Background: an optimization exercise with open tools, aiming at small area and a short achievable clock period. Do not read the settings as production practice. In this exercise RTL edits were held to simulation tests only and were not proved equivalent to the original. Power and IR drop assume default switching activity.

File: flow/flow/run.sh
#!/bin/bash
set -uo pipefail
export BUFFER_PORTS_ARGS="-buffer_cell sky130_fd_sc_hd__buf_2"
export CTS_ARGS="-sink_clustering_enable -repair_clock_nets -sink_clustering_size 30 -sink_clustering_max_diameter 70 -dont_use_dummy_load"
bash standard.sh > standard.log 2>&1
status=$?
# keep each step's full log beside the run
if [[ -d orfs/logs ]]; then
  mkdir -p logs
  cp -r orfs/logs/. logs/ 2>/dev/null || true
fi
exit $status
File: flow/standard.sh
#!/bin/bash
# synth_recipe.tcl (not shown) runs the flow's synth.tcl, then flattens the netlist and writes it again
# the make line also repeats each setting of config.mk as NAME=value (left out here)
make -C /OpenROAD-flow-scripts/flow DESIGN_CONFIG=/design/flow/config.mk WORK_HOME=/design/flow/orfs CLKGATE_MAP_FILE= SYNTH_SCRIPT=/design/flow/synth_recipe.tcl "${@:-finish}"
File: flow/config.mk
export PLATFORM = sky130hd
export DESIGN_NAME = xgpon_burst_tx
export DESIGN_NICKNAME = xgpon_burst_tx
export VERILOG_FILES = /design/flow/design.v
export SDC_FILE = /design/flow/constraint.sdc
export NUM_CORES = 4
export LEC_CHECK = 0
export ABC_CLOCK_PERIOD_IN_PS = 2300
export CAP_MARGIN = 20
export CORE_MARGIN = 2
export CORE_UTILIZATION = 50
export CTS_CLUSTER_DIAMETER = 70
export CTS_CLUSTER_SIZE = 30
export SETUP_SLACK_MARGIN = 2.3
export SLEW_MARGIN = 20
export TNS_END_PERCENT = 10
File: flow/constraint.sdc
create_clock -name core_clock -period 4.5 [get_ports {axis_clk}]
set_input_delay 0.9000 -clock core_clock [delete_from_list [all_inputs] [get_ports {axis_clk}]]
set_output_delay 0.9000 -clock core_clock [all_outputs]
set_load 0.01 [all_outputs]
File: flow/design.v
package axis_pkg;
    localparam int data_width = 32;                      
    localparam int keep_width = 4;                       
    localparam int byte_width = data_width / keep_width;  
    typedef logic [data_width-1:0] axis_word_t;
    typedef logic [keep_width-1:0] axis_keep_t;
    localparam axis_keep_t keep_all  = '1;   
    localparam axis_keep_t keep_none = '0;   
endpackage
package burst_pkg;
    localparam int count_width = 16;   
    localparam logic [31:0] delimiter_word = 32'hB2C50FA1;
    localparam logic [count_width-1:0] trailer_repeat = 16'd3;    
    localparam logic [count_width-1:0] ifg_words      = 16'd10;   
    localparam logic [count_width-1:0] buffer_depth = 16'd64;     
    localparam logic [count_width-1:0] start_level  = 16'd10;     
    localparam int addr_width = $clog2(buffer_depth);             
    typedef enum logic [2:0] {
        idle,        
        preamble,    
        delimiter,   
        data,        
        trailer,     
        gap          
    } burst_state_t;
endpackage
`timescale 1ns/1ns
module packet_buffer
(
    input  logic                 axis_clk,
    input  logic                 axis_reset,
    input  axis_pkg::axis_word_t in_data,
    input  axis_pkg::axis_keep_t in_keep,
    input  logic                 in_last,
    input  logic                 in_user,
    input  logic                 in_valid,
    output logic                 in_ready,
    input  logic                 pop,          
    output axis_pkg::axis_word_t head_data,    
    output axis_pkg::axis_keep_t head_keep,
    output logic                 head_last,
    output logic                 head_user,
    output logic                 head_valid,
    output logic                 burst_ready
);
    logic [37:0] mem_a [31];    
    logic [37:0] mem_b [31];    
    logic [37:0] head_a;        
    logic [37:0] head_b;        
    logic [4:0]  wr_ptr_a;      
    logic [4:0]  wr_ptr_b;
    logic [30:0] rd_sel_a;      
    logic [30:0] rd_sel_b;
    logic        rd_bank;       
    logic        wr_bank;       
    logic [6:0]  word_count;
    logic        ge2, ge3;      
    logic [6:0]  last_count;    
    logic        last_dec;      
    logic [31:0] masked;
    logic [37:0] in_word;
    logic [37:0] ring_a;
    logic [37:0] ring_b;
    logic [37:0] head_word;
    wire do_write = in_valid && in_ready;
    wire do_read  = pop && head_valid;
    wire eq63 = (word_count == 7'd63);
    wire ge4 = (word_count >= 7'd4);
    wire to_head  = !ge2 || (!ge3 && do_read);
    wire ring_pop = do_read && ge3;
    wire wr_a = do_write && !wr_bank;
    wire wr_b = do_write &&  wr_bank;
    wire rp_a = ring_pop && !rd_bank;
    wire rp_b = ring_pop &&  rd_bank;
    always_comb begin
        masked = in_data;
        for (int i = 0; i < 4; i++)
            if (in_last && !in_keep[i]) masked[i*8 +: 8] = 8'd0;
    end
    assign in_word = {in_user, in_last, in_keep, masked};
    always_ff @(posedge axis_clk) begin
        if (wr_a && !to_head)
            mem_a[wr_ptr_a] <= in_word;
        if (wr_b && !to_head)
            mem_b[wr_ptr_b] <= in_word;
    end
    always_comb begin
        ring_a = '0;
        ring_b = '0;
        for (int i = 0; i < 31; i++) begin
            ring_a = ring_a | (mem_a[i] & {38{rd_sel_a[i]}});
            ring_b = ring_b | (mem_b[i] & {38{rd_sel_b[i]}});
        end
    end
    always_ff @(posedge axis_clk) begin
        if (rp_a)
            head_a <= ring_a;
        else if (wr_a && to_head)
            head_a <= in_word;
        if (rp_b)
            head_b <= ring_b;
        else if (wr_b && to_head)
            head_b <= in_word;
    end
    assign head_word = rd_bank ? head_b : head_a;
    assign {head_user, head_last, head_keep, head_data} = head_word;
    always_ff @(posedge axis_clk) begin
        if (axis_reset) begin
            wr_ptr_a    <= '0;
            wr_ptr_b    <= '0;
            rd_sel_a    <= 31'd1;
            rd_sel_b    <= 31'd1;
            rd_bank     <= 1'b0;
            wr_bank     <= 1'b0;
            word_count  <= '0;
            ge2         <= 1'b0;
            ge3         <= 1'b0;
            last_count  <= '0;
            last_dec    <= 1'b0;
            in_ready    <= 1'b1;
            head_valid  <= 1'b0;
            burst_ready <= 1'b0;
        end else begin
            if (wr_a && !to_head)
                wr_ptr_a <= (wr_ptr_a == 5'd30) ? 5'd0 : wr_ptr_a + 1'b1;
            if (wr_b && !to_head)
                wr_ptr_b <= (wr_ptr_b == 5'd30) ? 5'd0 : wr_ptr_b + 1'b1;
            if (rp_a)
                rd_sel_a <= {rd_sel_a[29:0], rd_sel_a[30]};
            if (rp_b)
                rd_sel_b <= {rd_sel_b[29:0], rd_sel_b[30]};
            if (do_read)
                rd_bank <= !rd_bank;
            if (do_write)
                wr_bank <= !wr_bank;
            word_count <= word_count + 7'(do_write) - 7'(do_read);
            if (do_write && !do_read) begin
                head_valid <= 1'b1;
                ge2        <= head_valid;
                ge3        <= ge2;
                in_ready   <= !eq63;
            end else if (do_read && !do_write) begin
                head_valid <= ge2;
                ge2        <= ge3;
                ge3        <= ge4;
                in_ready   <= 1'b1;
            end
            last_dec   <= do_read && head_last;
            last_count <= last_count + 7'(do_write && in_last) - 7'(last_dec);
            burst_ready <= (word_count >= 7'd10) || (last_count > 7'(last_dec));
        end
    end
endmodule
`timescale 1ns/1ns
module burst_sequencer
(
    input  logic                 axis_clk,
    input  logic                 axis_reset,
    input  logic [15:0]          preamble_words,
    input  axis_pkg::axis_word_t preamble_pattern,
    input  axis_pkg::axis_word_t trailer_pattern,
    input  axis_pkg::axis_word_t head_data,
    input  axis_pkg::axis_keep_t head_keep,
    input  logic                 head_last,
    input  logic                 head_user,
    input  logic                 head_valid,
    input  logic                 burst_ready,
    output logic                 pop,
    output axis_pkg::axis_word_t out_data,
    output axis_pkg::axis_keep_t out_keep,
    output logic                 out_last,
    output logic                 out_user,
    output logic                 out_valid
);
    logic        s_idle, s_pre, s_pay, s_post;
    logic [15:0] pre_left;    
    logic        pre_done;    
    logic [3:0]  post_cnt;    
    assign pop = s_pay;
    always_ff @(posedge axis_clk) begin
        if (axis_reset) begin
            s_idle    <= 1'b1;
            s_pre     <= 1'b0;
            s_pay     <= 1'b0;
            s_post    <= 1'b0;
            pre_left  <= '0;
            pre_done  <= 1'b0;
            post_cnt  <= '0;
            out_data  <= '0;
            out_keep  <= '0;
            out_last  <= 1'b0;
            out_user  <= 1'b0;
            out_valid <= 1'b0;
        end else begin
            out_data  <= '0;
            out_keep  <= '0;
            out_last  <= 1'b0;
            out_user  <= 1'b0;
            out_valid <= 1'b0;
            if (s_idle && burst_ready) begin
                out_data  <= preamble_pattern;
                out_keep  <= 4'hF;
                out_valid <= 1'b1;
                pre_left  <= preamble_words;
                pre_done  <= (preamble_words[15:1] == 15'd0);
                s_idle    <= 1'b0;
                s_pre     <= 1'b1;
            end
            if (s_pre) begin
                out_keep  <= 4'hF;
                out_valid <= 1'b1;
                if (!pre_done) begin
                    out_data <= preamble_pattern;
                    pre_left <= pre_left - 1'b1;
                    pre_done <= (pre_left == 16'd2);
                end else begin
                    out_data <= 32'hB2C50FA1;
                    s_pre    <= 1'b0;
                    s_pay    <= 1'b1;
                end
            end
            if (s_pay && head_valid) begin
                out_data  <= head_data;
                out_keep  <= head_keep;
                out_user  <= head_user;
                out_valid <= 1'b1;
                if (head_last) begin
                    post_cnt <= '0;
                    s_pay    <= 1'b0;
                    s_post   <= 1'b1;
                end
            end
            if (s_post) begin
                post_cnt <= post_cnt + 1'b1;
                if (post_cnt < 4'd3) begin
                    out_data  <= trailer_pattern;
                    out_keep  <= 4'hF;
                    out_valid <= 1'b1;
                    out_last  <= (post_cnt == 4'd2);
                end
                if (post_cnt == 4'd12) begin
                    s_post <= 1'b0;
                    s_idle <= 1'b1;
                end
            end
        end
    end
endmodule
`timescale 1ns/1ns
module xgpon_burst_tx
(
    input  logic                   axis_clk,
    input  logic                   axis_reset,
    input  axis_pkg::axis_word_t             in_data,
    input  axis_pkg::axis_keep_t             in_keep,
    input  logic                   in_last,
    input  logic                   in_user,
    input  logic                   in_valid,
    output logic                   in_ready,
    input  logic [burst_pkg::count_width-1:0] preamble_words,
    input  axis_pkg::axis_word_t             preamble_pattern,
    input  axis_pkg::axis_word_t             trailer_pattern,
    output axis_pkg::axis_word_t             out_data,
    output axis_pkg::axis_keep_t             out_keep,
    output logic                   out_last,
    output logic                   out_user,
    output logic                   out_valid
);
    axis_pkg::axis_word_t head_data;
    axis_pkg::axis_keep_t head_keep;
    logic       head_last;
    logic       head_user;
    logic       head_valid;
    logic       burst_ready;
    logic       pop;
    packet_buffer u_buffer (
        .axis_clk    (axis_clk),
        .axis_reset  (axis_reset),
        .in_data     (in_data),
        .in_keep     (in_keep),
        .in_last     (in_last),
        .in_user     (in_user),
        .in_valid    (in_valid),
        .in_ready    (in_ready),
        .pop         (pop),
        .head_data   (head_data),
        .head_keep   (head_keep),
        .head_last   (head_last),
        .head_user   (head_user),
        .head_valid  (head_valid),
        .burst_ready (burst_ready)
    );
    burst_sequencer u_sequencer (
        .axis_clk         (axis_clk),
        .axis_reset       (axis_reset),
        .preamble_words   (preamble_words),
        .preamble_pattern (preamble_pattern),
        .trailer_pattern  (trailer_pattern),
        .head_data        (head_data),
        .head_keep        (head_keep),
        .head_last        (head_last),
        .head_user        (head_user),
        .head_valid       (head_valid),
        .burst_ready      (burst_ready),
        .pop              (pop),
        .out_data         (out_data),
        .out_keep         (out_keep),
        .out_last         (out_last),
        .out_user         (out_user),
        .out_valid        (out_valid)
    );
endmodule
==> notes.md <==
* Vias at 58610
* Tmin final at 2.494 ns
* Vias in the first global route at 55340
* Final ANT Viol Nets at 0
* Slew Limit Headroom at 22.00%
* Setup slack after layout at 2.006 ns
* # IOs at 161
* Syn. warnings at 2
* DP HPWL at 191100 um
* Setup violations, final at 0
* Worst VDD drop at 0.3410 mV
* Post-Syn Area per Cell at 17.13 um^2
* Avg Vias per Cell at 7.051
* Clock power share at 30.5%
* Fmax at 401.0 MHz
* RR Endpoint: u_sequencer.out_data[26]$_SDFF_PP0_
* Yosys cell types at 69
* Fin crit share at 55.42%
* RSZ-0062 raised after global routing: yes
* Die Height at 438.4 um
* Number of max-cap violations at 0
* Post-synthesis sequential area ratio at 80.76%
* Slew Limit Fails at 0
* Largest net degree at the start of global routing at 139
* Required time worst endpoint at 5.12 ns
* Worst reg2reg setup slack at 2.04 ns
* CORE AREA at 0.1876 mm^2
* Launching point of the worst reg2reg path: u_buffer.rd_bank$_SDFFE_PP0P_
* Power per cell area at 395.9 mW/mm^2
* CTS Sinks at 2590
* Die area at 0.1922 mm^2
* First-pass DRT Iterations at 9
* Nets@finish at 5966
* H-tree depth at 4
* Antenna violations before repair at 17
* Internal power at 32620 uW
* Initial DRC Count at 10630
* EDFF count, synth at 2432
* Final wirelength at 339700 um
* Status: timing/DRC/antenna clean
* CTS tree: yes
* Share of layout cells above drive strength 1 at 14.46%
* Latest clock arrival within the worst-skew pair at 0.83 ns
* Net Switching at 8803 uW
* Max Clock Skew at 0.06297 ns
* Drt wl/cell at 40.87 um
* # hold bufs at CTS at 0
* Total GRT Usage at 34.57%
* Register bit count reported by yosys at 2590
* Worst slew pin tran at 1.170 ns
* TritonCTS Buffers at 136
* Worst min path class: in2reg
* Row count at 159
* Final setup TNS at 0 ns
* Logic gate share of total power at 4.9%
* # DRC at 0
* Post-synth ARST share at 0%
* P&R area growth vs syn at 10.89%
* # port buffers at 160
* CP Data Arrival Time at 3.12 ns
* Clk pin slew, worst setup/hold paths at 0.09 ns
* Root Driver: clkbuf_16
* Dpl ws at 1.061 ns
* Synthesized Nets at 5676
* R2r worst-path depth at 4
* Critical path startpoint: in_last
* Startpoint types: input pin
* Sw frac at 21.25%
* Die X-Extent at 438.4 um
* RePlAce Congestion at 0.8684
* Worst setup endpoint: u_buffer.head_b[0]$_DFFE_PP_
* Crit path capture type: flip-flop
* Crit Path Class: in2reg
* Mapped Area at 0.09435 mm^2
* LEAKAGE at 0.03119 uW
* Largest fanout on the critical path at 33
* Final hold vios at 0
* Post-synth top flop: edfxtp_1
* Sequential power share at 64.6%
* Initial Utilization at 50.29%
* Mapped Cells at 5509
* Max clock buf depth at 3
* Overflow after GRT at 0
* First-pass GRT wire length at 455100 um
## metrics by stage
stage,power (uW),util (%),hold slack [ns],std cells,instance area [um^2]
after floorplan,28410,-,0.4665,5509,94830
after global placement,29200,53.45,0.4935,8094,100300
after detailed placement,29240,53.46,0.5109,8095,100300
after CTS,41320,55.48,0.3368,8262,104100
after global routing,42320,55.77,0.3515,8311,104600
final,41420,55.77,0.3739,8312,104600
## registers in the layout (all words and copies together) (netlist names), 4 cells and up
register	cells
u_buffer.head_a	38
u_buffer.head_b	38
u_buffer.last_count	7
u_buffer.mem_a	1178
u_buffer.mem_b	1178
u_buffer.rd_sel_a	31
u_buffer.rd_sel_b	31
u_buffer.word_count	7
u_buffer.wr_ptr_a	5
u_buffer.wr_ptr_b	5
u_sequencer.out_data	32
u_sequencer.out_keep	4
u_sequencer.post_cnt	4
u_sequencer.pre_left	16
## worst max-delay path, stage by stage
cell and delay, ns:
buf_2 0.26, nand2b_1 0.48, and2_2 0.73, buf_4 0.45, nor2_1 0.08, a31oi_1 0.16
## layout make-up
cell class | instances | area, um^2
Tap cell | 2495 | 3122
Clock buffer | 136 | 3403
Fill cell | 14550 | 82970
Sequential cell | 2590 | 76280
Inverter | 36 | 166.4
Multi-Input combinational cell | 2548 | 17460
Timing Repair Buffer | 487 | 4141
Antenna cell | 20 | 50.05
## timing repair
item | 4_1_cts | 5_1_grt
resized for setup | 22 | 51
cloned | 0 | 7
setup buffers | 31 | 23
endpoints found under the setup margin | 2496 | 1881
pin swaps | 11 | 10
## logic make-up after synthesis
logic type               count (synthesis)  synth area share (%)
AO/OA/AOI/OAI                         1441                 11.30
AND/OR/NAND/NOR                       1006                 5.225
flip-flops                            2590                 80.76
XOR/XNOR                                13                0.1207
adder cells (fa/ha/maj)                 46                0.6259
multiplexers                            42                0.4522
buffers and inverters                  371                 1.517
## how the worst min path moves through the flow
stage          slack [ns]  depth (start not counted)                                   end                            startpoint
3_5_place_dp         0.51                          1  u_sequencer.post_cnt[3]$_SDFFE_PP0P_  u_sequencer.post_cnt[3]$_SDFFE_PP0P_
5_1_grt              0.35                          3   u_sequencer.out_data[14]$_SDFF_PP0_                   trailer_pattern[14]
3_3_place_gp         0.49                          2    u_sequencer.pre_left[8]$_SDFF_PP0_    u_sequencer.pre_left[8]$_SDFF_PP0_
2_1_floorplan        0.47                          1  u_sequencer.post_cnt[3]$_SDFFE_PP0P_  u_sequencer.post_cnt[3]$_SDFFE_PP0P_
6_report             0.37                          3   u_sequencer.out_data[30]$_SDFF_PP0_                   trailer_pattern[30]
4_1_cts              0.34                          3   u_sequencer.out_data[30]$_SDFF_PP0_                   trailer_pattern[30]
## metal layers
layer / wire [um] / GRT usage, %
met1: 120700 / 46.22
met4: 20670 / 17.37
met2: 157300 / 54.33
met5: 12 / 0
met3: 41070 / 6.844
## cell usage after synthesis (all sizes together), types with 7 or more instances
library cell / number / area, um^2
edfxtp: 2432 / 73030
a22oi: 1066 / 8003
nor2: 383 / 1445
clkbuf: 289 / 1085
nand4: 239 / 1495
dfxtp: 158 / 3163
nand2: 156 / 585.6
a21oi: 103 / 515.5
nand3: 92 / 465.5
a31oi: 82 / 513.0
a222oi: 76 / 760.7
buf: 46 / 211.5
ha: 44 / 550.5
mux2i: 37 / 370.4
and2: 36 / 225.2
inv: 36 / 135.1
o21ai: 35 / 175.2
a211oi: 28 / 210.2
o221a: 15 / 168.9
nand2b: 13 / 81.33
nor3: 13 / 75.07
and3: 12 / 75.07
nand3b: 12 / 90.09
nor4: 12 / 96.34
a311oi: 8 / 70.07
xnor2: 8 / 70.07
or3: 7 / 43.79
## power by group through the flow
| stage | Sequential, uW | Clock (uW) | Combinational, uW |
|---|---|---|---|
| 6_report | 26800 | 12600 | 2020 |
| 3_3_place_gp | 27300 | 0 | 1880 |
| 5_1_grt | 26800 | 13300 | 2170 |
| 3_5_place_dp | 27300 | 0 | 1920 |
| 2_1_floorplan | 27300 | 0 | 1140 |
| 4_1_cts | 26800 | 12600 | 1930 |
## cells in the final DEF, fill, tap and decap left out, drive strengths merged, types with 13 or more instances in the layout
| cell | count |
|---|---|
| a21oi | 103 |
| buf | 482 |
| diode | 20 |
| ha | 44 |
| nand2 | 156 |
| nand2b | 13 |
| a222oi | 76 |
| a22oi | 1066 |
| o21ai | 35 |
| nand3 | 92 |
| nor3 | 13 |
| inv | 34 |
| mux2i | 37 |
| nor2 | 383 |
| nand4 | 239 |
| clkbuf | 141 |
| a31oi | 82 |
| o221a | 15 |
| a211oi | 28 |
| dfxtp | 158 |
| edfxtp | 2432 |
| and2 | 36 |

-- port drivers added, routing unchanged --
The results above use ideal ports. As a check the final layout listed here was re-extracted and re-timed, cells and wires unchanged. Step 1 sets driving cells, clkbuf_16 on the clock port and buf_2 on the other inputs (assumed; they add their load-dependent delay and slew). Step 2 times the ports against the registers' clock, not the clock port: input delays grow and output delays shrink by t, the midpoint of the rising clock arrivals with the driver on. Three values: ideal, step 1, step 2; two values: the first two.
t, ns: 0.879
slack for setup (ns): 2.006 / 2.036 / 1.197
worst setup path at the end: input to register
After both steps this run still meets setup and hold. The setup slack of this run moves by +0.030 ns with the drivers and by -0.809 ns with both steps.
